Background: an optimization exercise with open tools, aiming at small area. Do not read the settings as production practice.
At most, simulation tests tie the RTL to the original design; equivalence was not proved.
The RTL of runs 1 and 3 to 5 was laid out without a check of its function.
No activity file was given, so power comes from the tool's default toggle rates.

==> design/flow/design.v <==
`timescale 1ns/1ns
`default_nettype none
module cycle_coord_bit #(
	parameter START = 1'b0
) (
	input  wire Clk,
	input  wire clear,
	input  wire toggle,
	output wire q_next,
	output reg  q
);
	assign q_next = clear ? START : q ^ toggle;
	always @(posedge Clk)
		q <= q_next;
endmodule
module cycle_coord #(
	parameter [3:0] START = 4'd0
) (
	input  wire       Clk,
	input  wire       clear,
	input  wire       move,
	input  wire       down,
	output wire [3:0] coord_next,
	output wire [3:0] coord
);
	wire [2:0] flip;
	wire [3:0] toggle;
	assign flip = coord[2:0] ^ {3{down}};
	assign toggle[0] = move;
	assign toggle[1] = toggle[0] & flip[0];
	assign toggle[2] = toggle[1] & flip[1];
	assign toggle[3] = toggle[2] & flip[2];
	genvar i;
	generate
		for (i = 0; i < 4; i = i + 1)
		begin : g_bit
			cycle_coord_bit #(.START(START[i])) u_bit (
				.Clk(Clk),
				.clear(clear),
				.toggle(toggle[i]),
				.q_next(coord_next[i]),
				.q(coord[i])
			);
		end
	endgenerate
endmodule
module cycle_head #(
	parameter [7:0] START = 8'h00,
	parameter       START_AXIS = 1'b0,
	parameter       START_DOWN = 1'b0
) (
	input  wire       Clk,
	input  wire       clear,
	input  wire       move,
	input  wire [1:0] turn,
	output wire [7:0] head_next,
	output wire [7:0] head
);
	reg  axis;
	reg  down;
	wire turning;
	wire right;
	wire axis_next;
	wire down_next;
	assign turning = turn[0] ^ turn[1];
	assign right = turn[1] & !turn[0];
	assign axis_next = axis ^ turning;
	assign down_next = down ^ right ^ (turning & axis);
	always @(posedge Clk)
	begin
		if (clear)
		begin
			axis <= START_AXIS;
			down <= START_DOWN;
		end
		else if (move)
		begin
			axis <= axis_next;
			down <= down_next;
		end
	end
	cycle_coord #(.START(START[7:4])) u_row (
		.Clk(Clk),
		.clear(clear),
		.move(move && !axis_next),
		.down(down_next),
		.coord_next(head_next[7:4]),
		.coord(head[7:4])
	);
	cycle_coord #(.START(START[3:0])) u_col (
		.Clk(Clk),
		.clear(clear),
		.move(move && axis_next),
		.down(down_next),
		.coord_next(head_next[3:0]),
		.coord(head[3:0])
	);
endmodule
module cycle_motion (
	input  wire       Clk,
	input  wire       rst,
	input  wire       step,
	input  wire [1:0] blue_turn,
	input  wire [1:0] red_turn,
	input  wire       playing,
	input  wire       round_reset,
	output reg        heads_step,
	output wire [7:0] blue_next,
	output wire [7:0] red_next,
	output wire [7:0] blue_head,
	output wire [7:0] red_head
);
	wire clear;
	wire move;
	assign clear = rst || round_reset;
	assign move = step && playing;
	cycle_head #(.START(8'h82), .START_AXIS(1'b1), .START_DOWN(1'b0)) u_blue (
		.Clk(Clk),
		.clear(clear),
		.move(move),
		.turn(blue_turn),
		.head_next(blue_next),
		.head(blue_head)
	);
	cycle_head #(.START(8'h8D), .START_AXIS(1'b1), .START_DOWN(1'b1)) u_red (
		.Clk(Clk),
		.clear(clear),
		.move(move),
		.turn(red_turn),
		.head_next(red_next),
		.head(red_head)
	);
	always @(posedge Clk)
		heads_step <= move && !clear;
endmodule
`default_nettype wire
`timescale 1ns/1ns
`default_nettype none
module trail_cell (
	input  wire Clk,
	input  wire row_n,
	input  wire col_n,
	output reg  q
);
	always @(posedge Clk)
		q <= !(q && (row_n || col_n));
endmodule
module trail_read2 (
	input  wire [1:0] q,
	input  wire [1:0] col_n,
	output wire       zero
);
	assign zero = !((q[0] || col_n[0]) && (q[1] || col_n[1]));
endmodule
module trail_row_read (
	input  wire [13:0] q,
	input  wire [13:0] col_n,
	input  wire        row_sel,
	output wire        zero_n
);
	wire [6:0] part;
	genvar i;
	generate
		for (i = 0; i < 7; i = i + 1)
		begin : g_part
			trail_read2 u_part (
				.q(q[2*i+1:2*i]),
				.col_n(col_n[2*i+1:2*i]),
				.zero(part[i])
			);
		end
	endgenerate
	assign zero_n = !(row_sel && (|part));
endmodule
module trail_addr_bit (
	input  wire port_blue,
	input  wire blue,
	input  wire red,
	output wire addr
);
	assign addr = port_blue ? blue : red;
endmodule
module trail_predec (
	input  wire [1:0] bits,
	output wire [3:0] line
);
	assign line[0] = bits == 2'd0;
	assign line[1] = bits == 2'd1;
	assign line[2] = bits == 2'd2;
	assign line[3] = bits == 2'd3;
endmodule
module trail_predec_en (
	input  wire [1:0] bits,
	input  wire       enable,
	output wire [3:0] line
);
	assign line[0] = enable && bits == 2'd0;
	assign line[1] = enable && bits == 2'd1;
	assign line[2] = enable && bits == 2'd2;
	assign line[3] = enable && bits == 2'd3;
endmodule
module trail_line_n (
	input  wire high,
	input  wire low,
	input  wire clear,
	output wire line_n
);
	assign line_n = !((high && low) || clear);
endmodule
module trail_line (
	input  wire high,
	input  wire low,
	output wire line
);
	assign line = high && low;
endmodule
module trail_collision (
	input  wire       Clk,
	input  wire       rst,
	input  wire       heads_step,
	input  wire [7:0] blue_next,
	input  wire [7:0] red_next,
	input  wire [7:0] blue_head,
	input  wire [7:0] red_head,
	input  wire       round_reset,
	output reg        outcome,
	output reg        blue_crash,
	output reg        red_crash
);
	localparam [7:0] BLUE_START = 8'h82;
	localparam [7:0] RED_START = 8'h8D;
	reg        phase;
	reg        clear_late;
	reg        blue_pending;
	reg        red_pending;
	wire       clear;
	reg        port_blue;
	reg        read_red;
	wire       red_pending_next;
	wire       write;
	reg  [7:0] addr;
	wire [7:0] addr_next;
	wire       port_blue_next;
	wire       border;
	wire       meet;
	wire       zero;
	wire       hit;
	wire [13:0] row_sel;
	wire [13:0] row_n;
	wire [13:0] col_n;
	wire [13:0] row_zero_n;
	assign clear = !phase && (round_reset || clear_late);
	assign write = phase && (port_blue ? (heads_step || blue_pending) : (read_red || red_pending));
	assign border = (addr[7:4] == 4'd0) || (addr[7:4] == 4'd15) ||
	                (addr[3:0] == 4'd0) || (addr[3:0] == 4'd15);
	assign meet = (blue_head == red_head);
	wire [3:0] row_hi;
	wire [3:0] row_hi_write;
	wire [3:0] row_lo;
	wire [3:0] col_hi;
	wire [3:0] col_lo;
	genvar i;
	generate
		for (i = 0; i < 8; i = i + 1)
		begin : g_addr
			trail_addr_bit u_addr (
				.port_blue(port_blue_next),
				.blue(blue_next[i]),
				.red(red_next[i]),
				.addr(addr_next[i])
			);
		end
	endgenerate
	trail_predec u_row_hi (.bits(addr[7:6]), .line(row_hi));
	trail_predec_en u_row_hi_write (.bits(addr[7:6]), .enable(write), .line(row_hi_write));
	trail_predec u_row_lo (.bits(addr[5:4]), .line(row_lo));
	trail_predec u_col_hi (.bits(addr[3:2]), .line(col_hi));
	trail_predec u_col_lo (.bits(addr[1:0]), .line(col_lo));
	generate
		for (i = 1; i < 15; i = i + 1)
		begin : g_line
			trail_line u_row_sel (
				.high(row_hi[i/4]),
				.low(row_lo[i%4]),
				.line(row_sel[i-1])
			);
			trail_line_n u_row_n (
				.high(row_hi_write[i/4]),
				.low(row_lo[i%4]),
				.clear(clear),
				.line_n(row_n[i-1])
			);
			trail_line_n u_col_n (
				.high(col_hi[i/4]),
				.low(col_lo[i%4]),
				.clear(clear),
				.line_n(col_n[i-1])
			);
		end
	endgenerate
	genvar r, c;
	generate
		for (r = 1; r < 15; r = r + 1)
		begin : g_row
			wire [13:0] q;
			for (c = 1; c < 15; c = c + 1)
			begin : g_col
				if (r*16+c == BLUE_START || r*16+c == RED_START)
				begin : g_start
					assign q[c-1] = !phase;
				end
				else
				begin : g_cell
					trail_cell u_cell (
						.Clk(Clk),
						.row_n(row_n[r-1]),
						.col_n(col_n[c-1]),
						.q(q[c-1])
					);
				end
			end
			trail_row_read u_read (
				.q(q),
				.col_n(col_n),
				.row_sel(row_sel[r-1]),
				.zero_n(row_zero_n[r-1])
			);
		end
	endgenerate
	assign zero = !(&row_zero_n);
	assign hit = border || meet || (zero == phase);
	assign port_blue_next = !(heads_step || red_pending_next);
	assign red_pending_next = !clear && ((read_red && !phase) || (red_pending && !(write && !port_blue)));
	always @(posedge Clk)
	begin
		phase <= !phase && !rst;
		clear_late <= round_reset && phase;
		blue_pending <= !clear && ((heads_step && !phase) || (blue_pending && !(write && port_blue)));
		red_pending <= red_pending_next;
		port_blue <= port_blue_next;
		addr <= addr_next;
		read_red <= heads_step && !rst;
		outcome <= read_red && !rst;
		red_crash <= hit;
		blue_crash <= red_crash;
	end
endmodule
`default_nettype wire
`timescale 1ns/1ns
`default_nettype none
module match_score (
	input  wire       Clk,
	input  wire       rst,
	input  wire       start,
	input  wire       outcome,
	input  wire       blue_crash,
	input  wire       red_crash,
	output wire [1:0] score_blue,
	output wire [1:0] score_red,
	output wire       round_over,
	output wire       round_reset,
	output wire       playing,
	output wire       blue_wins,
	output wire       red_wins
);
	reg  [1:0] blue_points;
	reg  [1:0] red_points;
	reg        in_match;
	reg        started;
	wire       blue_point;
	wire       red_point;
	wire       won;
	assign round_over = outcome && (blue_crash || red_crash);
	assign blue_point = outcome && red_crash && !blue_crash;
	assign red_point = outcome && blue_crash && !red_crash;
	assign won = (blue_point && blue_points == 2'd2) || (red_point && red_points == 2'd2);
	assign score_blue = blue_points + {1'b0, blue_point};
	assign score_red = red_points + {1'b0, red_point};
	assign playing = in_match && !won;
	assign round_reset = started || (round_over && !won);
	assign blue_wins = &score_blue;
	assign red_wins = &score_red;
	always @(posedge Clk)
	begin
		in_match <= !rst && (playing || start);
		started <= !rst && !playing && start;
		if (rst || (!playing && start))
		begin
			blue_points <= 2'd0;
			red_points <= 2'd0;
		end
		else
		begin
			blue_points <= score_blue;
			red_points <= score_red;
		end
	end
endmodule
`default_nettype wire
`timescale 1ns/1ns
`default_nettype none
module light_cycle_top (
	input  wire       Clk,
	input  wire       rst,
	input  wire       step,
	input  wire       start,
	input  wire [1:0] blue_turn,
	input  wire [1:0] red_turn,
	output wire [7:0] blue_head,
	output wire [7:0] red_head,
	output wire [1:0] score_blue,
	output wire [1:0] score_red,
	output wire       round_over,
	output wire       blue_wins,
	output wire       red_wins,
	output wire       playing
);
	wire heads_step;
	wire [7:0] blue_next;
	wire [7:0] red_next;
	wire outcome;
	wire blue_crash;
	wire red_crash;
	wire round_reset;
	cycle_motion u_motion (
		.Clk(Clk),
		.rst(rst),
		.step(step),
		.blue_turn(blue_turn),
		.red_turn(red_turn),
		.playing(playing),
		.round_reset(round_reset),
		.heads_step(heads_step),
		.blue_next(blue_next),
		.red_next(red_next),
		.blue_head(blue_head),
		.red_head(red_head)
	);
	trail_collision u_collision (
		.Clk(Clk),
		.rst(rst),
		.heads_step(heads_step),
		.blue_next(blue_next),
		.red_next(red_next),
		.blue_head(blue_head),
		.red_head(red_head),
		.round_reset(round_reset),
		.outcome(outcome),
		.blue_crash(blue_crash),
		.red_crash(red_crash)
	);
	match_score u_score (
		.Clk(Clk),
		.rst(rst),
		.start(start),
		.outcome(outcome),
		.blue_crash(blue_crash),
		.red_crash(red_crash),
		.score_blue(score_blue),
		.score_red(score_red),
		.round_over(round_over),
		.round_reset(round_reset),
		.playing(playing),
		.blue_wins(blue_wins),
		.red_wins(red_wins)
	);
endmodule
`default_nettype wire
==> design/flow/flow/run.sh <==
#!/bin/bash
# Own layout flow: the standard flow (standard.sh, which runs the
# standard synthesis script) with ABC mapping for a light load (small cells; placement repair sizes them), smaller port buffers and ABC's
# buffers removed before placement. standard.sh's output goes to
# standard.log here; each ORFS step logs under orfs/logs.
set -euo pipefail
export BUFFER_PORTS_ARGS="-buffer_cell sky130_fd_sc_hd__buf_1"
export REMOVE_ABC_BUFFERS=1
bash standard.sh ABC_LOAD_IN_FF=1 finish > standard.log 2>&1
==> design/flow/standard.sh <==
#!/bin/bash
# synth_recipe.tcl (not shown) runs the flow's synth.tcl, then flattens the netlist and writes it again
# the make line also repeats each setting of config.mk as NAME=value (left out here)
make -C /OpenROAD-flow-scripts/flow DESIGN_CONFIG=/design/flow/config.mk WORK_HOME=/design/flow/orfs CLKGATE_MAP_FILE= SYNTH_SCRIPT=/design/flow/synth_recipe.tcl "${@:-finish}"
==> design/flow/config.mk <==
export PLATFORM = sky130hd
export DESIGN_NAME = light_cycle_top
export DESIGN_NICKNAME = light_cycle_top
export VERILOG_FILES = /design/flow/design.v
export SDC_FILE = /design/flow/constraint.sdc
export NUM_CORES = 4
export LEC_CHECK = 0
export CAP_MARGIN = 20
export CORE_MARGIN = 2
export CORE_UTILIZATION = 65
export CTS_BUF_LIST = sky130_fd_sc_hd__clkbuf_8
export CTS_CLUSTER_DIAMETER = 50
export CTS_CLUSTER_SIZE = 16
export GPL_TIMING_DRIVEN = 0
export SLEW_MARGIN = 20
export SYNTH_HIERARCHICAL = 1
==> design/flow/constraint.sdc <==
create_clock -name core_clock -period 4.0 [get_ports {Clk}]
set_input_delay 0.8000 -clock core_clock [delete_from_list [all_inputs] [get_ports {Clk}]]
set_output_delay 0.8000 -clock core_clock [all_outputs]
set_load 0.01 [all_outputs]
==> impl_metrics.env, run 1 <==
export IMPL_status="finished clean"
export IMPL_synth_top_family_by_area="compound AO/OA/AOI/OAI gates"
export IMPL_grt_ovfl_total=0
export IMPL_drv_cap=0
export IMPL_clkPwrFrac=0.155
export IMPL_leakage_uw=0.00354
export IMPL_vias=7039
export IMPL_synth_async_reset_ratio=0
export IMPL_start_util=0.674
export IMPL_clock_sinks=238
export IMPL_fp_dieH_um=116
export IMPL_hp_class="register to register"
export IMPL_core_mm2=0.0121
export IMPL_synth_simple_area_share=0.101
export IMPL_wl_met2_mm=10.9
export IMPL_reg2reg_depth=15
export IMPL_finish_instance_area_mm2=0.00963
export IMPL_syn_inst=789
export IMPL_grt_pass1_vias=6560
export IMPL_powerDensity_mw_per_mm2=789
export IMPL_drive_above_1_share=0.126
export IMPL_antenna_found_initial=0
export IMPL_regToRegSetupSlack_ns=0.13
export IMPL_synth_top_cell_by_area="dfxtp_1"
export IMPL_utilization=0.795
export IMPL_wl_met3_mm=1.65
export IMPL_cts_tree="built"
export IMPL_cp_required_ns=4.37
export IMPL_clock_root_buffer="clkbuf_8"
export IMPL_port_buffers=31
export IMPL_dpl_hpwl_mm=13.4
export IMPL_irDropWorstVdd_mv=0.514
export IMPL_drtIter0Drc=848
export IMPL_layout_min_cycle_time_ns=3.87
export IMPL_grt_max_degree=29
export IMPL_crit_family="simple AND/OR/NAND/NOR gates"
export IMPL_viasPerCell=6.67
export IMPL_syn_to_final_growth_pct=18.1
export IMPL_reg2reg_to="u_collision.red_crash"
export IMPL_worstPathArrival_ns=4.23
export IMPL_synth_area_mm2=0.00816
export IMPL_die_area_mm2=0.0135
export IMPL_synth_area_leaders="dfxtp_1, o21ai_1, o22ai_1"
export IMPL_worstMarginPinSlew_ns=1.10
export IMPL_dpl_cell_count=998
export IMPL_cts_path_max_buffers=3
export IMPL_grt_first_pass_wirelength_mm=32.7
export IMPL_crit_path_end="u_collision.red_crash"
export IMPL_hold_viol=0
export IMPL_yosys_mux_area_fraction=0.0124
export IMPL_drtAntennaViolNets=0
export IMPL_slowest_delay_ns=0.55
export IMPL_synth_ff_type="dfxtp_1"
export IMPL_yosysMostFrequentCell="dfxtp_1"
export IMPL_placed_area_mm2=0.00891
export IMPL_io_pins=32
export IMPL_crit_fanout=16
export IMPL_synth_xor_area_frac=0.0376
export IMPL_ys_warn_count=14
export IMPL_critPathKind="register to register"
export IMPL_slowest_stage="or4_4"
export IMPL_p_sw_frac=0.358
export IMPL_drc_errors=0
export IMPL_grtUsageTotal=0.306
export IMPL_htreeDepth=1
export IMPL_fmax_ghz=0.259
export IMPL_yosys_top_cells_count="dfxtp_1, o21ai_1, o22ai_1"
export IMPL_wire_per_inst_um=21.0
export IMPL_critPathBufInv=2
export IMPL_setup_viol=0
export IMPL_synth_compound_area_frac=0.250
export IMPL_synthAdderAreaFrac=0.00920
export IMPL_period_share=0.966
export IMPL_die_w_um=116
export IMPL_path_depth=15
export IMPL_post_layout_nonfiller_instances=1056
export IMPL_top_layer_used="met4"
export IMPL_ys_seq_area_frac=0.584
export IMPL_totalNegativeSetupSlack_ns=0
export IMPL_insertion_delay_ns=0.51
export IMPL_critPathCaptureType="register"
export IMPL_skew_ns=0.0191
export IMPL_std_cell_rows=40
export IMPL_worstSetupStartpoint="u_collision.red_crash"
export IMPL_drtPass1Iterations=5
export IMPL_comb_power_share=0.305
export IMPL_relSlewSlack=0.266
export IMPL_hold_slack_ns=0.384
export IMPL_cp_start_kind="register"
export IMPL_numCtsBuffers=19
export IMPL_fin_nets=898
export IMPL_place_congestion=0.822
export IMPL_routed_wl_mm=22.1
export IMPL_internal_power_uw=4880
export IMPL_synth_top_cell_area_share=0.584
export IMPL_path_cells="nand3b_4 > o22a_1 > a21o_1 > nor2_2 > nor2_4 > buf_12 > a21oi_4 > clkbuf_16 > o22ai_1 > or4_4 > o41ai_4 > nand4_1 > nor4_4 > xnor2_2 > o2111ai_2"
export IMPL_power_frac_seq=0.540
export IMPL_synth_enable_flop_cells=0
export IMPL_netlist_cell_type_count=44
export IMPL_met1Wirelength_mm=9.01
export IMPL_avgSynthCellArea_um2=10.3
export IMPL_p_sw_uw=2720
export IMPL_reg2reg_from="u_collision.red_crash"
export IMPL_synth_seq_cells=238
export IMPL_clkTransAtPathRegs_ns=0.10
export IMPL_maxSlewViolCount=0
export IMPL_n_antenna_cell=0
==> power groups by stage <==
stage	sequential (µW)	combinational, µW	clock [µW]
floorplan	3930	1260	0
global placement	4000	1610	0
detailed placement	4090	1990	0
CTS	4050	2090	1180
global route	4190	2500	1280
finish	4110	2320	1180
==> logic make-up after synthesis <==
logic type	Yosys count
xor+xnor	35
flops	238
compound gates	361
mux	9
simple gates	128
buf+inv	12
fa+ha+maj	6
==> modules after synthesis (local to each module, per instance), excerpt <==
module           flip-flops and latches  cell area, µm²  cells  times used
cycle_motion                          1            43.8      4           1
trail_addr_bit                        0            11.3      1           8
trail_cell                            1            25.0      2         194
trail_collision                      17             589     56           1
trail_line                            0            6.26      1          14
trail_line_n                          0            5.00      1          28
trail_predec                          0            22.5      4           4
trail_predec_en                       0            32.5      4           1
trail_read2                           0            6.26      1          98
==> flip-flops by register name, summed over array words and instances, names as in the netlist, 2 cells and up <==
register                                 cells
u_collision.addr                             8
u_collision.g_row.g_col.g_cell.u_cell.q    194
u_motion.u_blue.u_col.g_bit.u_bit.q          4
u_motion.u_blue.u_row.g_bit.u_bit.q          4
u_motion.u_red.u_col.g_bit.u_bit.q           4
u_motion.u_red.u_row.g_bit.u_bit.q           4
u_score.blue_points                          2
u_score.red_points                           2
==> cells in the final DEF (no fill, tap or decap), types with 5 or more instances in the layout <==
cell type,synthesis,routed
nor2b_1,11,11
nand4_1,5,5
clkbuf_8,0,19
o22ai_1,98,98
inv_1,12,15
a21oi_2,0,6
clkbuf_16,0,5
a21oi_1,35,18
o21ai_1,194,194
nand3b_1,5,5
dfxtp_1,238,235
nor2_1,25,23
and2_0,25,25
or4_1,14,12
xnor2_1,29,28
nand2b_1,12,12
a21oi_4,0,14
o41ai_2,0,10
buf_4,0,25
mux2_1,9,9
buf_1,0,31
ha_1,6,6
xor2_1,6,6
==> through the flow <==
step           worst slack, ns  power, µW
6_report                 0.134       7600
2_1_floorplan           -0.104       5190
3_3_place_gp             -1.89       5610
5_1_grt                -0.0288       7970
4_1_cts                 0.0121       7320
3_5_place_dp            -0.375       6090
==> per-layer routing <==
metal,vias up,track usage
met5,-,0
met1,3429,0.392
met2,347,0.535
met3,64,0.0460
li1,3199,-
met4,0,0.100
==> area by class of cell <==
type / count / area [µm²]
repair buffers: 71 / 618
clock inverters: 6 / 32.5
inverters: 12 / 45.0
well taps: 168 / 210
flip-flops and latches: 238 / 4770
multi-input cells: 542 / 3700
clock buffers: 19 / 262
fillers: 799 / 2480
==> how the worst min path moves through the flow <==
stage                                                          startpoint                                         endpoint  slack, ns  cells past startpoint
after floorplan                                     u_collision.red_crash                           u_collision.blue_crash       0.36                      0
after global placement                              u_collision.red_crash                           u_collision.blue_crash       0.37                      0
after detailed placement  u_collision.g_row[10].g_col[11].g_cell.u_cell.q  u_collision.g_row[10].g_col[11].g_cell.u_cell.q       0.39                      1
after CTS                 u_collision.g_row[10].g_col[11].g_cell.u_cell.q  u_collision.g_row[10].g_col[11].g_cell.u_cell.q       0.41                      1
after global routing                                u_collision.red_crash                           u_collision.blue_crash       0.40                      0
final                                               u_collision.red_crash                           u_collision.blue_crash       0.38                      0
==> timing repair <==
item / 4_1_cts / 5_1_grt
setup buffers: 10 / 18
hold buffers: 0 / 0
resized for setup: 9 / 19
endpoints found under the setup margin: 1 / 1
cloned: 0 / 4
pin swaps: 3 / 9
==> run 2: changes to the inputs <==
--- a/design/flow/design.v
+++ b/design/flow/design.v
@@ -152,6 +152,14 @@
 );
 	assign zero = !((q[0] || col_n[0]) && (q[1] || col_n[1]));
 endmodule
+module trail_row_pick (
+	input  wire low_n,
+	input  wire high_n,
+	input  wire row_sel,
+	output wire zero_n
+);
+	assign zero_n = !(row_sel && !(low_n && high_n));
+endmodule
 module trail_row_read (
 	input  wire [13:0] q,
 	input  wire [13:0] col_n,
@@ -170,7 +178,11 @@
 			);
 		end
 	endgenerate
-	assign zero_n = !(row_sel && (|part));
+	wire low_n;
+	wire high_n;
+	assign low_n = !(|part[3:0]);
+	assign high_n = !(|part[6:4]);
+	trail_row_pick u_pick (.low_n(low_n), .high_n(high_n), .row_sel(row_sel), .zero_n(zero_n));
 endmodule
 module trail_addr_bit (
 	input  wire port_blue,
@@ -207,6 +219,13 @@
 );
 	assign line_n = !((high && low) || clear);
 endmodule
+module trail_line_rd_n (
+	input  wire high,
+	input  wire low,
+	output wire line_n
+);
+	assign line_n = !(high && low);
+endmodule
 module trail_line (
 	input  wire high,
 	input  wire low,
@@ -248,6 +267,7 @@
 	wire [13:0] row_sel;
 	wire [13:0] row_n;
 	wire [13:0] col_n;
+	wire [13:0] col_rd_n;
 	wire [13:0] row_zero_n;
 	assign clear = !phase && (round_reset || clear_late);
 	assign write = phase && (port_blue ? (heads_step || blue_pending) : (read_red || red_pending));
@@ -296,6 +316,11 @@
 				.clear(clear),
 				.line_n(col_n[i-1])
 			);
+			trail_line_rd_n u_col_rd_n (
+				.high(col_hi[i/4]),
+				.low(col_lo[i%4]),
+				.line_n(col_rd_n[i-1])
+			);
 		end
 	endgenerate
 	genvar r, c;
@@ -321,7 +346,7 @@
 			end
 			trail_row_read u_read (
 				.q(q),
-				.col_n(col_n),
+				.col_n(col_rd_n),
 				.row_sel(row_sel[r-1]),
 				.zero_n(row_zero_n[r-1])
 			);
==> impl_metrics.env, run 2 <==
export IMPL_status="finished clean"
export IMPL_hold_start="u_collision.red_crash"
export IMPL_worstMarginPinSlew_ns=0.993
export IMPL_hold_viol=0
export IMPL_grtUsageTotal=0.302
export IMPL_drc_errors=0
export IMPL_critPathBufInv=0
export IMPL_synth_enable_flop_cells=0
export IMPL_hp_class="register to register"
export IMPL_drv_cap=0
export IMPL_maxSlewViolCount=0
export IMPL_core_mm2=0.0125
export IMPL_synth_seq_cells=238
export IMPL_post_cts_buffers=0
export IMPL_drtAntennaViolNets=0
export IMPL_dpl_hpwl_mm=13.5
export IMPL_totalNegativeSetupSlack_ns=0
export IMPL_p_sw_uw=2530
export IMPL_skew_ns=0.0373
export IMPL_post_cts_resize_count=0
export IMPL_power_frac_seq=0.551
export IMPL_final_common_cell="dfxtp_1"
export IMPL_grt_pass1_vias=6400
export IMPL_drive_above_1_share=0.0739
export IMPL_comb_power_share=0.254
export IMPL_ys_seq_area_frac=0.575
export IMPL_irDropWorstVdd_mv=0.401
export IMPL_ys_warn_count=14
export IMPL_io_pins=32
export IMPL_utilization=0.732
export IMPL_die_w_um=117
export IMPL_syn_inst=817
export IMPL_final_cell_mix="dfxtp_1, o21ai_1, o22ai_1"
export IMPL_ctsHoldBuffers=0
export IMPL_syn_to_final_growth_pct=10.5
export IMPL_rsz0062_at_grt="no"
export IMPL_port_buffers=31
export IMPL_placed_area_mm2=0.00871
export IMPL_n_antenna_cell=0
export IMPL_leakage_uw=0.00326
export IMPL_wire_per_inst_um=19.6
export IMPL_critPathKind="register to register"
export IMPL_vias=6706
export IMPL_crit_family="simple AND/OR/NAND/NOR gates"
export IMPL_grt_max_degree=30
export IMPL_cp_start_kind="register"
export IMPL_die_area_mm2=0.0137
export IMPL_reg2reg_to="u_collision.red_crash"
export IMPL_worstPathArrival_ns=3.56
export IMPL_antenna_found_initial=0
export IMPL_numCtsBuffers=20
export IMPL_htreeDepth=1
export IMPL_clkTransAtPathRegs_ns=0.09
export IMPL_p_total_uw=7360
export IMPL_yosysMostFrequentCell="dfxtp_1"
export IMPL_yosys_top_cells_count="dfxtp_1, o21ai_1, o22ai_1"
export IMPL_synth_area_leaders="dfxtp_1, o21ai_1, o22ai_1"
export IMPL_synth_area_mm2=0.00828
export IMPL_routed_wl_mm=20.6
export IMPL_hold_path_depth=0
export IMPL_largest_register_ffs=194
export IMPL_regToRegSetupSlack_ns=0.80
export IMPL_cts_tree="built"
export IMPL_viasPerCell=6.38
export IMPL_fmax_ghz=0.312
export IMPL_setup_viol=0
export IMPL_critPathCaptureType="register"
export IMPL_slowest_delay_ns=0.59
export IMPL_layout_min_cycle_time_ns=3.20
export IMPL_reg2reg_from="u_collision.addr[1]"
export IMPL_netlist_cell_type_count=43
export IMPL_grt_ovfl_total=0
export IMPL_drtPass1Iterations=6
export IMPL_top_regs="u_collision.g_row.g_col.g_cell.u_cell.q x194, u_collision.addr x8"
export IMPL_insertion_delay_ns=0.53
export IMPL_path_cells="and2_0 > nand2_1 > o22ai_1 > nor4_1 > a21bo_1 > nand4_1 > nor4_2 > xnor2_1 > o2111ai_1"
export IMPL_largest_register="u_collision.g_row.g_col.g_cell.u_cell.q"
export IMPL_relSlewSlack=0.338
export IMPL_place_congestion=0.835
export IMPL_crit_fanout=14
export IMPL_finish_instance_area_mm2=0.00916
export IMPL_start_util=0.662
export IMPL_fp_dieH_um=117
export IMPL_period_share=0.800
export IMPL_synth_ff_type="dfxtp_1"
export IMPL_fin_nets=887
export IMPL_grt_first_pass_wirelength_mm=32.3
export IMPL_cp_required_ns=4.36
export IMPL_reg2reg_depth=9
export IMPL_avgSynthCellArea_um2=10.1
export IMPL_p_sw_frac=0.344
export IMPL_synth_top_cell_by_area="dfxtp_1"
export IMPL_slowest_stage="nand2_1"
export IMPL_min_to="u_collision.blue_crash"
export IMPL_synth_async_reset_ratio=0
export IMPL_powerDensity_mw_per_mm2=804
export IMPL_clock_root_buffer="clkbuf_8"
export IMPL_internal_power_uw=4830
export IMPL_clock_sinks=238
export IMPL_clkPwrFrac=0.195
export IMPL_std_cell_rows=41
export IMPL_cts_path_max_buffers=3
export IMPL_synth_top_cell_area_share=0.575
export IMPL_drtIter0Drc=659
-- run 2: changes by cell type in the layout (fill, tap and decap cells not counted), moves of 8 or more --
cell and delta:
nor3_1 +14, a21oi_2 +19, or4_1 -12, nand2_1 +14, a21oi_1 -8, a21oi_4 -14, o41ai_2 -10, buf_4 -24
a21bo_1 +14, nor4_1 +14
-- run 2: modules after synthesis (local to each module, per instance), excerpt --
module           flip-flops and latches  cells
trail_collision                      17     56
trail_predec_en                       0      4
trail_cell                            1      2
trail_predec                          0      4
trail_row_read                        0      2
trail_addr_bit                        0      1
trail_row_pick                        0      1
trail_line                            0      1
-- run 2: power by group through the flow --
| stage | registers [µW] | clock network, µW | logic, µW |
|---|---|---|---|
| after floorplan | 3920 | 0 | 1270 |
| after global placement | 4010 | 0 | 1690 |
| after detailed placement | 4080 | 0 | 1840 |
| after CTS | 4030 | 1460 | 1840 |
| after global routing | 4180 | 1540 | 2030 |
| final | 4060 | 1430 | 1870 |
-- run 2: kinds of logic (layout without fill, tap and decap cells) --
logic type      after synthesis  after routing  share of synthesized area
compound gates              361            361                      0.249
flops                       238            238                      0.575
simple gates                156            156                      0.112
xor+xnor                     35             35                     0.0370
buf+inv                      12             74                    0.00544
mux                           9              9                     0.0122
fa+ha+maj                     6              6                    0.00906
-- run 2: worst max path at each step --
stage,start,end,cells after the start
after floorplan,red_turn[0],u_collision.addr[6],11
after global placement,blue_turn[0],u_collision.addr[2],12
after detailed placement,blue_turn[0],u_collision.addr[6],12
after CTS,u_collision.addr[1],u_collision.red_crash,9
after global routing,u_collision.addr[1],u_collision.red_crash,9
final,u_collision.addr[1],u_collision.red_crash,9
-- run 2: metal layers --
metal  global-route usage  up-vias  wire, µm
met2                0.517      258      9810
met4                0.120        0       754
met5                    0        -         0
met1                0.386     3206      8680
met3               0.0443       68      1320
li1                     -     3174         -
-- run 2: stage by stage --
stage	setup slack (ns)	hold slack, ns	std cells
2_1_floorplan	0.866	0.364	817
3_3_place_gp	0.532	0.377	1020
3_5_place_dp	0.440	0.380	1022
4_1_cts	0.841	0.394	1050
5_1_grt	0.668	0.420	1051
6_report	0.799	0.392	1051
-- run 2: final cells by class --
| cell class | instances | area [µm²] |
|---|---|---|
| fill | 959 | 3360 |
| tap | 172 | 215 |
| inverter | 12 | 45.0 |
| clock buffer | 20 | 275 |
| sequential | 238 | 4760 |
| clock inverter | 8 | 133 |
| multi-input combinational | 567 | 3570 |
| timing repair buffer | 34 | 149 |
==> run 3: changes to the inputs <==
--- a/design/flow/design.v
+++ b/design/flow/design.v
@@ -155,18 +155,20 @@
 module trail_row_pick (
 	input  wire low_n,
 	input  wire high_n,
-	input  wire row_sel,
-	output wire zero_n
+	input  wire row_sel_n,
+	output wire found
 );
-	assign zero_n = !(row_sel && !(low_n && high_n));
+	assign found = !(row_sel_n || (low_n && high_n));
 endmodule
 module trail_row_read (
 	input  wire [13:0] q,
 	input  wire [13:0] col_n,
-	input  wire        row_sel,
-	output wire        zero_n
+	input  wire        row_sel_n,
+	output wire        found
 );
 	wire [6:0] part;
+	wire       low_n;
+	wire       high_n;
 	genvar i;
 	generate
 		for (i = 0; i < 7; i = i + 1)
@@ -178,11 +180,9 @@
 			);
 		end
 	endgenerate
-	wire low_n;
-	wire high_n;
 	assign low_n = !(|part[3:0]);
 	assign high_n = !(|part[6:4]);
-	trail_row_pick u_pick (.low_n(low_n), .high_n(high_n), .row_sel(row_sel), .zero_n(zero_n));
+	trail_row_pick u_pick (.low_n(low_n), .high_n(high_n), .row_sel_n(row_sel_n), .found(found));
 endmodule
 module trail_addr_bit (
 	input  wire port_blue,
@@ -226,13 +226,6 @@
 );
 	assign line_n = !(high && low);
 endmodule
-module trail_line (
-	input  wire high,
-	input  wire low,
-	output wire line
-);
-	assign line = high && low;
-endmodule
 module trail_collision (
 	input  wire       Clk,
 	input  wire       rst,
@@ -264,11 +257,11 @@
 	wire       meet;
 	wire       zero;
 	wire       hit;
-	wire [13:0] row_sel;
+	wire [13:0] row_sel_n;
 	wire [13:0] row_n;
 	wire [13:0] col_n;
 	wire [13:0] col_rd_n;
-	wire [13:0] row_zero_n;
+	wire [13:0] row_found;
 	assign clear = !phase && (round_reset || clear_late);
 	assign write = phase && (port_blue ? (heads_step || blue_pending) : (read_red || red_pending));
 	assign border = (addr[7:4] == 4'd0) || (addr[7:4] == 4'd15) ||
@@ -299,10 +292,10 @@
 	generate
 		for (i = 1; i < 15; i = i + 1)
 		begin : g_line
-			trail_line u_row_sel (
+			trail_line_rd_n u_row_sel_n (
 				.high(row_hi[i/4]),
 				.low(row_lo[i%4]),
-				.line(row_sel[i-1])
+				.line_n(row_sel_n[i-1])
 			);
 			trail_line_n u_row_n (
 				.high(row_hi_write[i/4]),
@@ -347,12 +340,12 @@
 			trail_row_read u_read (
 				.q(q),
 				.col_n(col_rd_n),
-				.row_sel(row_sel[r-1]),
-				.zero_n(row_zero_n[r-1])
+				.row_sel_n(row_sel_n[r-1]),
+				.found(row_found[r-1])
 			);
 		end
 	endgenerate
-	assign zero = !(&row_zero_n);
+	assign zero = |row_found;
 	assign hit = border || meet || (zero == phase);
 	assign port_blue_next = !(heads_step || red_pending_next);
 	assign red_pending_next = !clear && ((read_red && !phase) || (red_pending && !(write && !port_blue)));
==> design/flow/flow/run.sh (replaced) <==
#!/bin/bash
# Own layout flow: the standard flow (standard.sh, which runs the
# standard synthesis script) with
# - ABC mapping for a light load, so it picks small cells (placement
#   repair sizes up the ones that need it),
# - the smallest buffer on the ports,
# - ABC's buffers removed before placement,
# - clock tree synthesis without dummy loads.
# standard.sh's output goes to standard.log here; each ORFS step logs
# under orfs/logs.
set -euo pipefail
export BUFFER_PORTS_ARGS="-buffer_cell sky130_fd_sc_hd__buf_1"
export REMOVE_ABC_BUFFERS=1
export CTS_ARGS="-sink_clustering_enable -repair_clock_nets -dont_use_dummy_load -buf_list sky130_fd_sc_hd__clkbuf_8 -sink_clustering_size 16 -sink_clustering_max_diameter 50"
bash standard.sh ABC_LOAD_IN_FF=1 finish > standard.log 2>&1
--- a/design/flow/config.mk
+++ b/design/flow/config.mk
@@ -5,12 +5,12 @@
 export SDC_FILE = /design/flow/constraint.sdc
 export NUM_CORES = 4
 export LEC_CHECK = 0
-export CAP_MARGIN = 20
+export CAP_MARGIN = 0
 export CORE_MARGIN = 2
 export CORE_UTILIZATION = 65
 export CTS_BUF_LIST = sky130_fd_sc_hd__clkbuf_8
 export CTS_CLUSTER_DIAMETER = 50
 export CTS_CLUSTER_SIZE = 16
 export GPL_TIMING_DRIVEN = 0
-export SLEW_MARGIN = 20
+export SLEW_MARGIN = 0
 export SYNTH_HIERARCHICAL = 1
==> impl_metrics.env, run 3 <==
export IMPL_worstSetupStartpoint="u_collision.addr[1]"
export IMPL_syn_to_final_growth_pct=8.54
export IMPL_critPathCaptureType="register"
export IMPL_start_util=0.657
export IMPL_rsz0062_at_grt="no"
export IMPL_powerDensity_mw_per_mm2=797
export IMPL_synth_area_mm2=0.00819
export IMPL_antenna_found_initial=0
export IMPL_regToRegSetupSlack_ns=0.83
export IMPL_worst_slack_ns=0.826
export IMPL_syn_inst=817
export IMPL_status="finished clean"
export IMPL_synth_top_cell_by_area="dfxtp_1"
export IMPL_multi_input_area_mm2=0.00341
export IMPL_post_cts_buffers=0
export IMPL_viasPerCell=6.42
export IMPL_drive_above_1_share=0.0526
export IMPL_largest_register="u_collision.g_row.g_col.g_cell.u_cell.q"
export IMPL_final_common_cell="dfxtp_1"
export IMPL_ys_warn_count=14
export IMPL_netlist_cell_type_count=43
export IMPL_reg2reg_depth=9
export IMPL_skew_ns=0.0436
export IMPL_relSlewSlack=0.149
export IMPL_core_mm2=0.0125
export IMPL_fin_nets=890
export IMPL_final_seq_area_mm2=0.00476
export IMPL_clock_root_buffer="clkbuf_8"
export IMPL_hp_class="register to register"
export IMPL_worstMarginPinSlew_ns=1.28
export IMPL_io_pins=32
export IMPL_htreeDepth=1
export IMPL_final_cell_mix="dfxtp_1, o21ai_1, o22ai_1"
export IMPL_clock_sinks=238
export IMPL_place_congestion=0.947
export IMPL_worstPathArrival_ns=3.56
export IMPL_n_antenna_cell=0
export IMPL_drtPass1Iterations=5
export IMPL_cts_tree="built"
export IMPL_ys_seq_area_frac=0.582
export IMPL_synth_top_cell_area_share=0.582
export IMPL_die_area_mm2=0.0135
export IMPL_fp_dieH_um=116
export IMPL_post_cts_resize_count=0
export IMPL_wire_per_inst_um=19.8
export IMPL_critPathKind="register to register"
export IMPL_numCtsBuffers=20
export IMPL_nFillCells=995
export IMPL_clkTransAtPathRegs_ns=0.10
export IMPL_top_regs="u_collision.g_row.g_col.g_cell.u_cell.q x194, u_collision.addr x8"
export IMPL_reg2reg_to="u_collision.red_crash"
export IMPL_synth_seq_cells=238
export IMPL_synth_async_reset_ratio=0
export IMPL_grt_pass1_vias=6331
export IMPL_crit_fanout=14
export IMPL_port_buffers=31
export IMPL_cp_start_kind="register"
export IMPL_dpl_hpwl_mm=13.3
export IMPL_grt_max_degree=30
export IMPL_cts_path_max_buffers=3
export IMPL_yosysMostFrequentCell="dfxtp_1"
export IMPL_setup_viol=0
export IMPL_drtAntennaViolNets=0
export IMPL_yosys_top_cells_count="dfxtp_1, o21ai_1, o22ai_1"
export IMPL_cp_required_ns=4.39
export IMPL_routed_wl_mm=20.7
export IMPL_synth_area_leaders="dfxtp_1, o21ai_1, o22ai_1"
export IMPL_period_share=0.794
export IMPL_die_w_um=116
export IMPL_avgSynthCellArea_um2=10.0
export IMPL_layout_min_cycle_time_ns=3.17
export IMPL_ctsHoldBuffers=0
export IMPL_grtUsageTotal=0.309
export IMPL_crit_path_end="u_collision.red_crash"
export IMPL_reg2reg_from="u_collision.addr[1]"
export IMPL_leakage_uw=0.00315
export IMPL_std_cell_rows=41
export IMPL_largest_register_ffs=194
export IMPL_totalNegativeSetupSlack_ns=0
export IMPL_synth_enable_flop_cells=0
export IMPL_insertion_delay_ns=0.53
export IMPL_synth_ff_type="dfxtp_1"
export IMPL_drtIter0Drc=653
export IMPL_irDropWorstVdd_mv=0.403
export IMPL_drc_errors=0
export IMPL_vias=6717
export IMPL_grt_first_pass_wirelength_mm=32.5
export IMPL_place_ws_ns=0.433
export IMPL_maxSlewViolCount=0
export IMPL_hold_viol=0
export IMPL_fmax_ghz=0.315
export IMPL_grt_ovfl_total=0
export IMPL_drv_cap=0
run 3: cell types whose count changed after synthesis:
| cell | previous run | this run |
|---|---|---|
| a21bo_1 | 14 | 0 |
| a21oi_1 | 35 | 49 |
| and2_0 | 25 | 11 |
| clkinvlp_2 | 0 | 1 |
| inv_1 | 12 | 11 |
| nand2_1 | 16 | 29 |
| nand4_1 | 5 | 3 |
| nor2_1 | 25 | 26 |
| nor4_2 | 1 | 3 |
run 3: logic make-up after synthesis:
group,share of synthesized area
AO/OA/AOI/OAI,0.243
flip-flops,0.582
AND/OR/NAND/NOR,0.111
XOR/XNOR,0.0374
buffers and inverters,0.00565
multiplexers,0.0124
adder cells (fa/ha/maj),0.00916
run 3: worst min path at each step:
stage,end,from,depth (start not counted),slack (ns)
after floorplan,u_collision.blue_crash,u_collision.red_crash,0,0.36
after global placement,u_collision.blue_crash,u_collision.red_crash,0,0.38
after detailed placement,u_collision.blue_crash,u_collision.red_crash,0,0.38
after CTS,u_collision.blue_crash,u_collision.red_crash,0,0.39
after global routing,u_collision.blue_crash,u_collision.red_crash,0,0.41
final,u_collision.blue_crash,u_collision.red_crash,0,0.39
run 3: metrics by stage:
step                      power [µW]   util  hold slack (ns)  cell area [µm²]  cells
after floorplan                 5170      -            0.364             8190    817
after global placement          5700  0.684            0.376             8520   1020
after detailed placement        5870  0.687            0.385             8570   1023
after CTS                       7000  0.709            0.394             8840   1043
after global routing            7460  0.713            0.411             8890   1046
final                           7080  0.713            0.394             8890   1046
run 3: metal layers:
metal / track usage / vias up / wire [µm]
met5: 0 / - / 0
met4: 0.123 / 0 / 786
met3: 0.0420 / 61 / 1400
met2: 0.503 / 283 / 9710
met1: 0.421 / 3201 / 8830
li1: - / 3172 / -
run 3: power by group:
group	switching, µW	internal [µW]	total [µW]	leakage [µW]
logic	1180	693	1870	0.00102
registers	581	3470	4050	0.00199
clock network	712	449	1160	0.000144
total	2470	4610	7080	0.00315
run 3: worst max-delay path: stages, from the launching register on:
cell       delay, ns
dfxtp_1         0.43
nor2b_1         0.19
nand2_1         0.63
o22ai_1         0.22
nor4_1          0.49
a21oi_1         0.16
nor4_2          0.35
nand4_1         0.24
xnor2_1         0.19
o2111ai_1       0.13
run 3: Yosys stat by module (local to each module, per instance), excerpt:
module	area, µm²	flip-flops and latches	copies in the design
trail_addr_bit	11.3	0	8
match_score	327	6	1
trail_line_rd_n	3.75	0	28
cycle_motion	43.8	1	1
trail_read2	6.26	0	98
trail_row_pick	5.00	0	14
trail_predec	22.5	0	4
trail_cell	25.0	1	194
run 3: layout make-up:
| type | instances | share of cell area |
|---|---|---|
| sequential | 238 | 0.536 |
| multi-input combinational | 567 | 0.383 |
| clock buffer | 20 | 0.0310 |
| tap | 172 | 0.0242 |
| timing repair buffer | 37 | 0.0203 |
| inverter | 12 | 0.00521 |
==> run 4: changes to the inputs <==
--- a/design/flow/flow/run.sh
+++ b/design/flow/flow/run.sh
@@ -11,5 +11,5 @@
 set -euo pipefail
 export BUFFER_PORTS_ARGS="-buffer_cell sky130_fd_sc_hd__buf_1"
 export REMOVE_ABC_BUFFERS=1
-export CTS_ARGS="-sink_clustering_enable -repair_clock_nets -dont_use_dummy_load -buf_list sky130_fd_sc_hd__clkbuf_8 -sink_clustering_size 16 -sink_clustering_max_diameter 50"
+export CTS_ARGS="-sink_clustering_enable -repair_clock_nets -dont_use_dummy_load -buf_list sky130_fd_sc_hd__clkbuf_4 -sink_clustering_size 10 -sink_clustering_max_diameter 40"
 bash standard.sh ABC_LOAD_IN_FF=1 finish > standard.log 2>&1
--- a/design/flow/config.mk
+++ b/design/flow/config.mk
@@ -8,9 +8,9 @@
 export CAP_MARGIN = 0
 export CORE_MARGIN = 2
 export CORE_UTILIZATION = 65
-export CTS_BUF_LIST = sky130_fd_sc_hd__clkbuf_8
-export CTS_CLUSTER_DIAMETER = 50
-export CTS_CLUSTER_SIZE = 16
+export CTS_BUF_LIST = sky130_fd_sc_hd__clkbuf_4
+export CTS_CLUSTER_DIAMETER = 40
+export CTS_CLUSTER_SIZE = 10
 export GPL_TIMING_DRIVEN = 0
 export SLEW_MARGIN = 0
 export SYNTH_HIERARCHICAL = 1
==> impl_metrics.env, run 4 <==
export IMPL_synth_top_cell_area_share=0.582
export IMPL_drive_above_1_share=0.0676
export IMPL_hold_viol=0
export IMPL_synth_ff_type="dfxtp_1"
export IMPL_final_seq_area_mm2=0.00476
export IMPL_yosysMostFrequentCell="dfxtp_1"
export IMPL_drtIter0Drc=660
export IMPL_critPathKind="register to register"
export IMPL_leakage_uw=0.00317
export IMPL_placed_area_mm2=0.00857
export IMPL_hp_class="register to register"
export IMPL_crit_fanout=14
export IMPL_netlist_cell_type_count=43
export IMPL_cts_path_max_buffers=3
export IMPL_largest_register="u_collision.g_row.g_col.g_cell.u_cell.q"
export IMPL_cp_required_ns=4.44
export IMPL_final_cell_mix="dfxtp_1, o21ai_1, o22ai_1"
export IMPL_drc_errors=0
export IMPL_maxSlewViolCount=0
export IMPL_clkTransAtPathRegs_ns=0.10
export IMPL_synth_seq_cells=238
export IMPL_routed_wl_mm=20.8
export IMPL_die_w_um=116
export IMPL_totalNegativeSetupSlack_ns=0
export IMPL_n_antenna_cell=0
export IMPL_final_common_cell="dfxtp_1"
export IMPL_critPathBufInv=0
export IMPL_die_area_mm2=0.0135
export IMPL_dpl_hpwl_mm=13.3
export IMPL_finish_instance_area_mm2=0.00887
export IMPL_numCtsBuffers=34
export IMPL_worstMarginPinSlew_ns=1.26
export IMPL_grt_ovfl_total=0
export IMPL_grtUsageTotal=0.312
export IMPL_period_share=0.807
export IMPL_skew_ns=0.0703
export IMPL_synth_area_mm2=0.00819
export IMPL_relSlewSlack=0.159
export IMPL_avgSynthCellArea_um2=10.0
export IMPL_wire_per_inst_um=19.6
export IMPL_top_regs="u_collision.g_row.g_col.g_cell.u_cell.q x194, u_collision.addr x8"
export IMPL_place_congestion=0.947
export IMPL_clock_sinks=238
export IMPL_layout_min_cycle_time_ns=3.23
export IMPL_drtPass1Iterations=5
export IMPL_antenna_found_initial=0
export IMPL_status="finished clean"
export IMPL_path_cells="nor2b_1 > nand2_1 > o22ai_1 > nor4_1 > a21oi_1 > nor4_2 > nand4_1 > xnor2_1 > o2111ai_1"
export IMPL_synth_async_reset_ratio=0
export IMPL_powerDensity_mw_per_mm2=792
export IMPL_fin_nets=904
export IMPL_crit_family="simple AND/OR/NAND/NOR gates"
export IMPL_slowest_delay_ns=0.62
export IMPL_cp_start_kind="register"
export IMPL_multi_input_area_mm2=0.00341
export IMPL_largest_register_ffs=194
export IMPL_post_cts_resize_count=0
export IMPL_ys_seq_area_frac=0.582
export IMPL_port_buffers=31
export IMPL_post_cts_buffers=0
export IMPL_irDropWorstVdd_mv=0.342
export IMPL_grt_max_degree=30
export IMPL_worstPathArrival_ns=3.67
export IMPL_grt_first_pass_wirelength_mm=32.7
export IMPL_drtAntennaViolNets=0
export IMPL_viasPerCell=6.47
export IMPL_drv_cap=0
export IMPL_syn_to_final_growth_pct=8.29
export IMPL_syn_inst=817
export IMPL_cts_tree="built"
export IMPL_slowest_stage="nand2_1"
export IMPL_insertion_delay_ns=0.61
export IMPL_ctsHoldBuffers=0
export IMPL_fp_dieH_um=116
export IMPL_yosys_top_cells_count="dfxtp_1, o21ai_1, o22ai_1"
export IMPL_nFillCells=1015
export IMPL_start_util=0.657
export IMPL_synth_top_cell_by_area="dfxtp_1"
export IMPL_htreeDepth=2
export IMPL_synth_enable_flop_cells=0
export IMPL_std_cell_rows=41
export IMPL_core_mm2=0.0125
export IMPL_clock_root_buffer="clkbuf_4"
export IMPL_grt_pass1_vias=6388
export IMPL_synth_area_leaders="dfxtp_1, o21ai_1, o22ai_1"
export IMPL_critPathCaptureType="register"
export IMPL_fmax_ghz=0.310
export IMPL_rsz0062_at_grt="no"
export IMPL_ys_warn_count=14
export IMPL_vias=6853
export IMPL_io_pins=32
export IMPL_setup_viol=0
## run 4: cell counts after synthesis
No cell type changed its count.
## run 4: per-module statistics from Yosys (local to each module, per instance), excerpt
module	cells inside	cell area, µm²	flip-flops and latches	times used
trail_collision	56	603	17	1
match_score	34	327	6	1
cycle_motion	4	43.8	1	1
trail_predec_en	4	32.5	0	1
trail_cell	2	25.0	1	194
trail_predec	4	22.5	0	4
trail_addr_bit	1	11.3	0	8
trail_row_read	2	11.3	0	14
trail_read2	1	6.26	0	98
trail_line_n	1	5.00	0	28
trail_row_pick	1	5.00	0	14
trail_line_rd_n	1	3.75	0	28
## run 4: final timing paths
path                                       startpoint                     end  slack (ns)  cells after the start
worst min register to register  u_collision.red_crash  u_collision.blue_crash        0.39                      0
worst min-delay path            u_collision.red_crash  u_collision.blue_crash        0.39                      0
worst max-delay path              u_collision.addr[1]   u_collision.red_crash        0.77                      9
worst max register to register    u_collision.addr[1]   u_collision.red_crash        0.77                      9
## run 4: logic make-up after synthesis
family,Yosys count,share of synthesized area
adders and majority gates,6,0.00916
AOI/OAI and AO/OA,361,0.243
xor gates and xnor gates,35,0.0374
DFF,238,0.582
buffers and inverters,12,0.00565
and+or+nand+nor,156,0.111
muxes,9,0.0124
## run 4: layout make-up
type / count / share of cell area
Clock buffer: 34 / 0.0288
Timing Repair Buffer: 37 / 0.0203
Inverter: 12 / 0.00522
Tap cell: 172 / 0.0243
Sequential cell: 238 / 0.537
Multi-Input combinational cell: 567 / 0.384
## run 4: through the flow
step | hold slack (ns) | worst slack [ns] | cells | total power, µW | utilization
finish | 0.395 | 0.771 | 1060 | 7030 | 0.712
global route | 0.408 | 0.725 | 1060 | 7430 | 0.712
CTS | 0.396 | 0.930 | 1057 | 6960 | 0.708
detailed placement | 0.385 | 0.433 | 1023 | 5870 | 0.687
global placement | 0.376 | 0.523 | 1020 | 5700 | 0.684
floorplan | 0.364 | 0.866 | 817 | 5170 | -
## run 4: layer usage
metal | part of all wire | GRT usage | vias to the layer above
met4 | 0.033 | 0.126 | 0
met1 | 0.42 | 0.415 | 3239
met3 | 0.072 | 0.0529 | 67
li1 | - | - | 3226
met5 | 0 | 0 | -
met2 | 0.48 | 0.510 | 321
## run 4: power by group
group	leakage (µW)	switching (µW)	internal (µW)
clock	0.000156	711	394
sequential	0.00199	581	3470
combinational	0.00102	1180	693
==> run 5: changes to the inputs <==
--- a/design/flow/design.v
+++ b/design/flow/design.v
@@ -5,13 +5,25 @@
 ) (
 	input  wire Clk,
 	input  wire clear,
+	input  wire down,
 	input  wire toggle,
-	output wire q_next,
+	output wire carry,
 	output reg  q
 );
-	assign q_next = clear ? START : q ^ toggle;
+	assign carry = toggle && (q ^ down);
 	always @(posedge Clk)
-		q <= q_next;
+		q <= clear ? START : q ^ toggle;
+endmodule
+module cycle_coord_msb #(
+	parameter START = 1'b0
+) (
+	input  wire Clk,
+	input  wire clear,
+	input  wire toggle,
+	output reg  q
+);
+	always @(posedge Clk)
+		q <= clear ? START : q ^ toggle;
 endmodule
 module cycle_coord #(
 	parameter [3:0] START = 4'd0
@@ -20,29 +32,30 @@
 	input  wire       clear,
 	input  wire       move,
 	input  wire       down,
-	output wire [3:0] coord_next,
 	output wire [3:0] coord
 );
-	wire [2:0] flip;
 	wire [3:0] toggle;
-	assign flip = coord[2:0] ^ {3{down}};
 	assign toggle[0] = move;
-	assign toggle[1] = toggle[0] & flip[0];
-	assign toggle[2] = toggle[1] & flip[1];
-	assign toggle[3] = toggle[2] & flip[2];
 	genvar i;
 	generate
-		for (i = 0; i < 4; i = i + 1)
+		for (i = 0; i < 3; i = i + 1)
 		begin : g_bit
 			cycle_coord_bit #(.START(START[i])) u_bit (
 				.Clk(Clk),
 				.clear(clear),
+				.down(down),
 				.toggle(toggle[i]),
-				.q_next(coord_next[i]),
+				.carry(toggle[i+1]),
 				.q(coord[i])
 			);
 		end
 	endgenerate
+	cycle_coord_msb #(.START(START[3])) u_msb (
+		.Clk(Clk),
+		.clear(clear),
+		.toggle(toggle[3]),
+		.q(coord[3])
+	);
 endmodule
 module cycle_head #(
 	parameter [7:0] START = 8'h00,
@@ -53,7 +66,6 @@
 	input  wire       clear,
 	input  wire       move,
 	input  wire [1:0] turn,
-	output wire [7:0] head_next,
 	output wire [7:0] head
 );
 	reg  axis;
@@ -84,7 +96,6 @@
 		.clear(clear),
 		.move(move && !axis_next),
 		.down(down_next),
-		.coord_next(head_next[7:4]),
 		.coord(head[7:4])
 	);
 	cycle_coord #(.START(START[3:0])) u_col (
@@ -92,7 +103,6 @@
 		.clear(clear),
 		.move(move && axis_next),
 		.down(down_next),
-		.coord_next(head_next[3:0]),
 		.coord(head[3:0])
 	);
 endmodule
@@ -105,8 +115,6 @@
 	input  wire       playing,
 	input  wire       round_reset,
 	output reg        heads_step,
-	output wire [7:0] blue_next,
-	output wire [7:0] red_next,
 	output wire [7:0] blue_head,
 	output wire [7:0] red_head
 );
@@ -119,7 +127,6 @@
 		.clear(clear),
 		.move(move),
 		.turn(blue_turn),
-		.head_next(blue_next),
 		.head(blue_head)
 	);
 	cycle_head #(.START(8'h8D), .START_AXIS(1'b1), .START_DOWN(1'b1)) u_red (
@@ -127,7 +134,6 @@
 		.clear(clear),
 		.move(move),
 		.turn(red_turn),
-		.head_next(red_next),
 		.head(red_head)
 	);
 	always @(posedge Clk)
@@ -230,8 +236,6 @@
 	input  wire       Clk,
 	input  wire       rst,
 	input  wire       heads_step,
-	input  wire [7:0] blue_next,
-	input  wire [7:0] red_next,
 	input  wire [7:0] blue_head,
 	input  wire [7:0] red_head,
 	input  wire       round_reset,
@@ -250,8 +254,7 @@
 	reg        read_red;
 	wire       red_pending_next;
 	wire       write;
-	reg  [7:0] addr;
-	wire [7:0] addr_next;
+	wire [7:0] addr;
 	wire       port_blue_next;
 	wire       border;
 	wire       meet;
@@ -277,10 +280,10 @@
 		for (i = 0; i < 8; i = i + 1)
 		begin : g_addr
 			trail_addr_bit u_addr (
-				.port_blue(port_blue_next),
-				.blue(blue_next[i]),
-				.red(red_next[i]),
-				.addr(addr_next[i])
+				.port_blue(port_blue),
+				.blue(blue_head[i]),
+				.red(red_head[i]),
+				.addr(addr[i])
 			);
 		end
 	endgenerate
@@ -356,7 +359,6 @@
 		blue_pending <= !clear && ((heads_step && !phase) || (blue_pending && !(write && port_blue)));
 		red_pending <= red_pending_next;
 		port_blue <= port_blue_next;
-		addr <= addr_next;
 		read_red <= heads_step && !rst;
 		outcome <= read_red && !rst;
 		red_crash <= hit;
@@ -434,8 +436,6 @@
 	output wire       playing
 );
 	wire heads_step;
-	wire [7:0] blue_next;
-	wire [7:0] red_next;
 	wire outcome;
 	wire blue_crash;
 	wire red_crash;
@@ -449,8 +449,6 @@
 		.playing(playing),
 		.round_reset(round_reset),
 		.heads_step(heads_step),
-		.blue_next(blue_next),
-		.red_next(red_next),
 		.blue_head(blue_head),
 		.red_head(red_head)
 	);
@@ -458,8 +456,6 @@
 		.Clk(Clk),
 		.rst(rst),
 		.heads_step(heads_step),
-		.blue_next(blue_next),
-		.red_next(red_next),
 		.blue_head(blue_head),
 		.red_head(red_head),
 		.round_reset(round_reset),
--- a/design/flow/flow/run.sh
+++ b/design/flow/flow/run.sh
@@ -11,5 +11,5 @@
 set -euo pipefail
 export BUFFER_PORTS_ARGS="-buffer_cell sky130_fd_sc_hd__buf_1"
 export REMOVE_ABC_BUFFERS=1
-export CTS_ARGS="-sink_clustering_enable -repair_clock_nets -dont_use_dummy_load -buf_list sky130_fd_sc_hd__clkbuf_4 -sink_clustering_size 10 -sink_clustering_max_diameter 40"
+export CTS_ARGS="-sink_clustering_enable -repair_clock_nets -dont_use_dummy_load -buf_list sky130_fd_sc_hd__clkbuf_8 -sink_clustering_size 16 -sink_clustering_max_diameter 50"
 bash standard.sh ABC_LOAD_IN_FF=1 finish > standard.log 2>&1
==> design/flow/config.mk (replaced) <==
export PLATFORM = sky130hd
export DESIGN_NAME = light_cycle_top
export DESIGN_NICKNAME = light_cycle_top
export VERILOG_FILES = /design/flow/design.v
export SDC_FILE = /design/flow/constraint.sdc
export NUM_CORES = 4
export LEC_CHECK = 0
export CAP_MARGIN = 10
export CORE_MARGIN = 2
export CORE_UTILIZATION = 65
export CTS_BUF_LIST = sky130_fd_sc_hd__clkbuf_8
export CTS_CLUSTER_DIAMETER = 50
export CTS_CLUSTER_SIZE = 16
export GPL_TIMING_DRIVEN = 0
export SLEW_MARGIN = 10
export SYNTH_HIERARCHICAL = 1
==> impl_metrics.env, run 5 <==
export IMPL_status="finished clean"
export IMPL_synth_async_reset_ratio=0
export IMPL_clkTransAtPathRegs_ns=0.10
export IMPL_critPathKind="register to register"
export IMPL_place_ws_ns=0.196
export IMPL_grt_max_degree=23
export IMPL_hp_class="register to register"
export IMPL_routed_wl_mm=20.2
export IMPL_ys_seq_area_frac=0.579
export IMPL_maxSlewViolCount=0
export IMPL_final_common_cell="dfxtp_1"
export IMPL_yosys_top_cells_count="dfxtp_1, o21ai_1, o22ai_1"
export IMPL_critPathCaptureType="register"
export IMPL_drc_errors=0
export IMPL_std_cell_rows=40
export IMPL_cp_start_kind="register"
export IMPL_synth_seq_cells=230
export IMPL_synth_ff_type="dfxtp_1"
export IMPL_synth_enable_flop_cells=0
export IMPL_cp_required_ns=4.33
export IMPL_ys_warn_count=16
export IMPL_largest_register="u_collision.g_row.g_col.g_cell.u_cell.q"
export IMPL_relSlewSlack=0.102
export IMPL_nFillCells=912
export IMPL_n_antenna_cell=0
export IMPL_drv_cap=0
export IMPL_worstPathArrival_ns=4.14
export IMPL_largest_register_ffs=194
export IMPL_leakage_uw=0.00307
export IMPL_drtPass1Iterations=5
export IMPL_layout_min_cycle_time_ns=3.81
export IMPL_syn_to_final_growth_pct=8.29
export IMPL_period_share=0.952
export IMPL_numCtsBuffers=19
export IMPL_worstMarginPinSlew_ns=1.35
export IMPL_fmax_ghz=0.263
export IMPL_cts_path_max_buffers=3
export IMPL_insertion_delay_ns=0.52
export IMPL_synth_top_cell_area_share=0.579
export IMPL_powerDensity_mw_per_mm2=805
export IMPL_final_cell_mix="dfxtp_1, o21ai_1, o22ai_1"
export IMPL_start_util=0.665
export IMPL_crit_fanout=14
export IMPL_clock_root_buffer="clkbuf_8"
export IMPL_fp_dieH_um=115
export IMPL_fin_nets=868
export IMPL_grt_ovfl_total=0
export IMPL_vias=6624
export IMPL_hold_viol=0
export IMPL_rsz0062_at_grt="no"
export IMPL_grtUsageTotal=0.311
export IMPL_totalNegativeSetupSlack_ns=0
export IMPL_syn_inst=801
export IMPL_core_mm2=0.0120
export IMPL_setup_viol=0
export IMPL_drive_above_1_share=0.0610
export IMPL_cts_tree="built"
export IMPL_wire_per_inst_um=20.2
export IMPL_die_w_um=115
export IMPL_yosysMostFrequentCell="dfxtp_1"
export IMPL_drtAntennaViolNets=0
export IMPL_io_pins=32
export IMPL_synth_area_leaders="dfxtp_1, o21ai_1, o22ai_1"
export IMPL_drtIter0Drc=819
export IMPL_irDropWorstVdd_mv=0.463
export IMPL_grt_pass1_vias=6382
export IMPL_htreeDepth=1
export IMPL_grt_first_pass_wirelength_mm=32.2
export IMPL_place_congestion=0.879
export IMPL_antenna_found_initial=0
export IMPL_die_area_mm2=0.0131
export IMPL_skew_ns=0.0887
export IMPL_avgSynthCellArea_um2=9.93
export IMPL_worst_slack_ns=0.193
export IMPL_post_cts_buffers=0
export IMPL_netlist_cell_type_count=38
export IMPL_clock_sinks=230
export IMPL_synth_area_mm2=0.00795
export IMPL_dpl_hpwl_mm=13.2
export IMPL_synth_top_cell_by_area="dfxtp_1"
export IMPL_port_buffers=31
export IMPL_viasPerCell=6.63
[run 5: changes by cell type after synthesis, sizes merged]
| cell | previous run | this run |
|---|---|---|
| a21boi | 8 | 0 |
| and2 | 14 | 22 |
| dfxtp | 238 | 230 |
| xor2 | 6 | 14 |
| nand3b | 6 | 2 |
| nand4b | 4 | 0 |
| or3b | 5 | 1 |
| or4b | 4 | 0 |
[run 5: final cells by class]
type,count,area (µm²),area share
Tap cell,147,184,0.0214
Clock buffer,19,262,0.0304
Sequential cell,230,4600,0.535
Timing Repair Buffer,32,131,0.0153
Multi-Input combinational cell,559,3380,0.393
Inverter,12,46.3,0.00538
[run 5: final timing paths]
path                                             from                     end  slack (ns)  depth (start not counted)
worst max register to register  u_collision.port_blue   u_collision.red_crash        0.19                         10
worst min-delay path            u_collision.red_crash  u_collision.blue_crash        0.40                          0
worst max-delay path            u_collision.port_blue   u_collision.red_crash        0.19                         10
worst min register to register  u_collision.red_crash  u_collision.blue_crash        0.40                          0
[run 5: cells by family after synthesis]
group	synth area share
AO/OA/AOI/OAI	0.243
XOR/XNOR	0.0474
adder cells (fa/ha/maj)	0.00944
buffers and inverters	0.00582
flip-flops	0.579
multiplexers	0.0127
AND/OR/NAND/NOR	0.103
[run 5: metal layers]
layer  up-vias  track usage  wire length (µm)
met1      3148        0.414              8600
met2       328        0.517              9450
li1       3083            -                 -
met3        65       0.0466              1540
met4         0        0.115               585
met5         -            0                 0
[run 5: report_power, final]
| part | internal [µW] | switching, µW | leakage (µW) |
|---|---|---|---|
| Sequential | 3370 | 567 | 0.00192 |
| Clock | 427 | 674 | 0.000137 |
| Combinational | 673 | 1210 | 0.00102 |
| Total | 4470 | 2460 | 0.00307 |
[run 5: worst max-delay path, cell delays in order (launching register included)]
cell and delay [ns]:
dfxtp_1 0.63, mux2_1 0.45, nor2b_1 0.27, nand2_1 0.55, o22ai_1 0.19, nor4_1 0.52
a21oi_1 0.22, nor4_2 0.30, nand4_1 0.17, xnor2_1 0.18, o2111ai_1 0.16
[run 5: Yosys stat by module, one instance, submodules excluded, a selection]
module / flip-flops and latches / cells / area (µm²) / copies in the design
trail_row_pick: 0 / 1 / 5.00 / 14
trail_line_n: 0 / 1 / 5.00 / 28
trail_line_rd_n: 0 / 1 / 3.75 / 28
trail_collision: 9 / 48 / 443 / 1
cycle_motion: 1 / 4 / 43.8 / 1
trail_read2: 0 / 1 / 6.26 / 98
trail_predec_en: 0 / 4 / 32.5 / 1
[run 5: through the flow]
step | cell area, µm² | power [µW] | util | instances | hold WS, ns
2_1_floorplan | 7950 | 5070 | - | 801 | 0.364
3_3_place_gp | 8250 | 5590 | 0.690 | 979 | 0.374
3_5_place_dp | 8320 | 5800 | 0.695 | 980 | 0.387
4_1_cts | 8580 | 6860 | 0.717 | 999 | 0.398
5_1_grt | 8610 | 7310 | 0.720 | 999 | 0.414
6_report | 8610 | 6930 | 0.720 | 999 | 0.399
[run 5: timing repair]
action                                  in CTS  in global routing
endpoints found under the setup margin       0                  1
hold buffers                                 0                  0
endpoints found under the hold margin        0                  0
resized for setup                            0                  5

[re-timing with driven ports]
The flow's constraints put no driver on any port. The routed layouts listed below were extracted and timed again, unchanged, in two steps.
Step 1: set_driving_cell puts a clkbuf_16 on Clk and a buf_2 on each other input, an assumption about the parent block.
Step 2 also shifts input and output timing later by t, the mid clock arrival at the registers, as if the neighbouring blocks saw the same clock.
Three values: ideal, step 1, step 2; two values: the first two.
run	t (ns)	setup slack, ns	worst slew at a driven data input, ns
run 1	0.546	0.134 / 0.134 / 0.134	0.03
run 2	0.553	0.799 / 0.799 / 0.440	0.03
run 3	0.544	0.826 / 0.826 / 0.420	0.03
run 4	0.607	0.771 / 0.771 / 0.376	0.03
run 5	0.514	0.193 / 0.193 / 0.193	0.03
After both steps setup and hold are still met in every run listed. The setup slack of run 3, which loses most, moves by 0.000 ns with the drivers and by -0.406 ns with both steps.
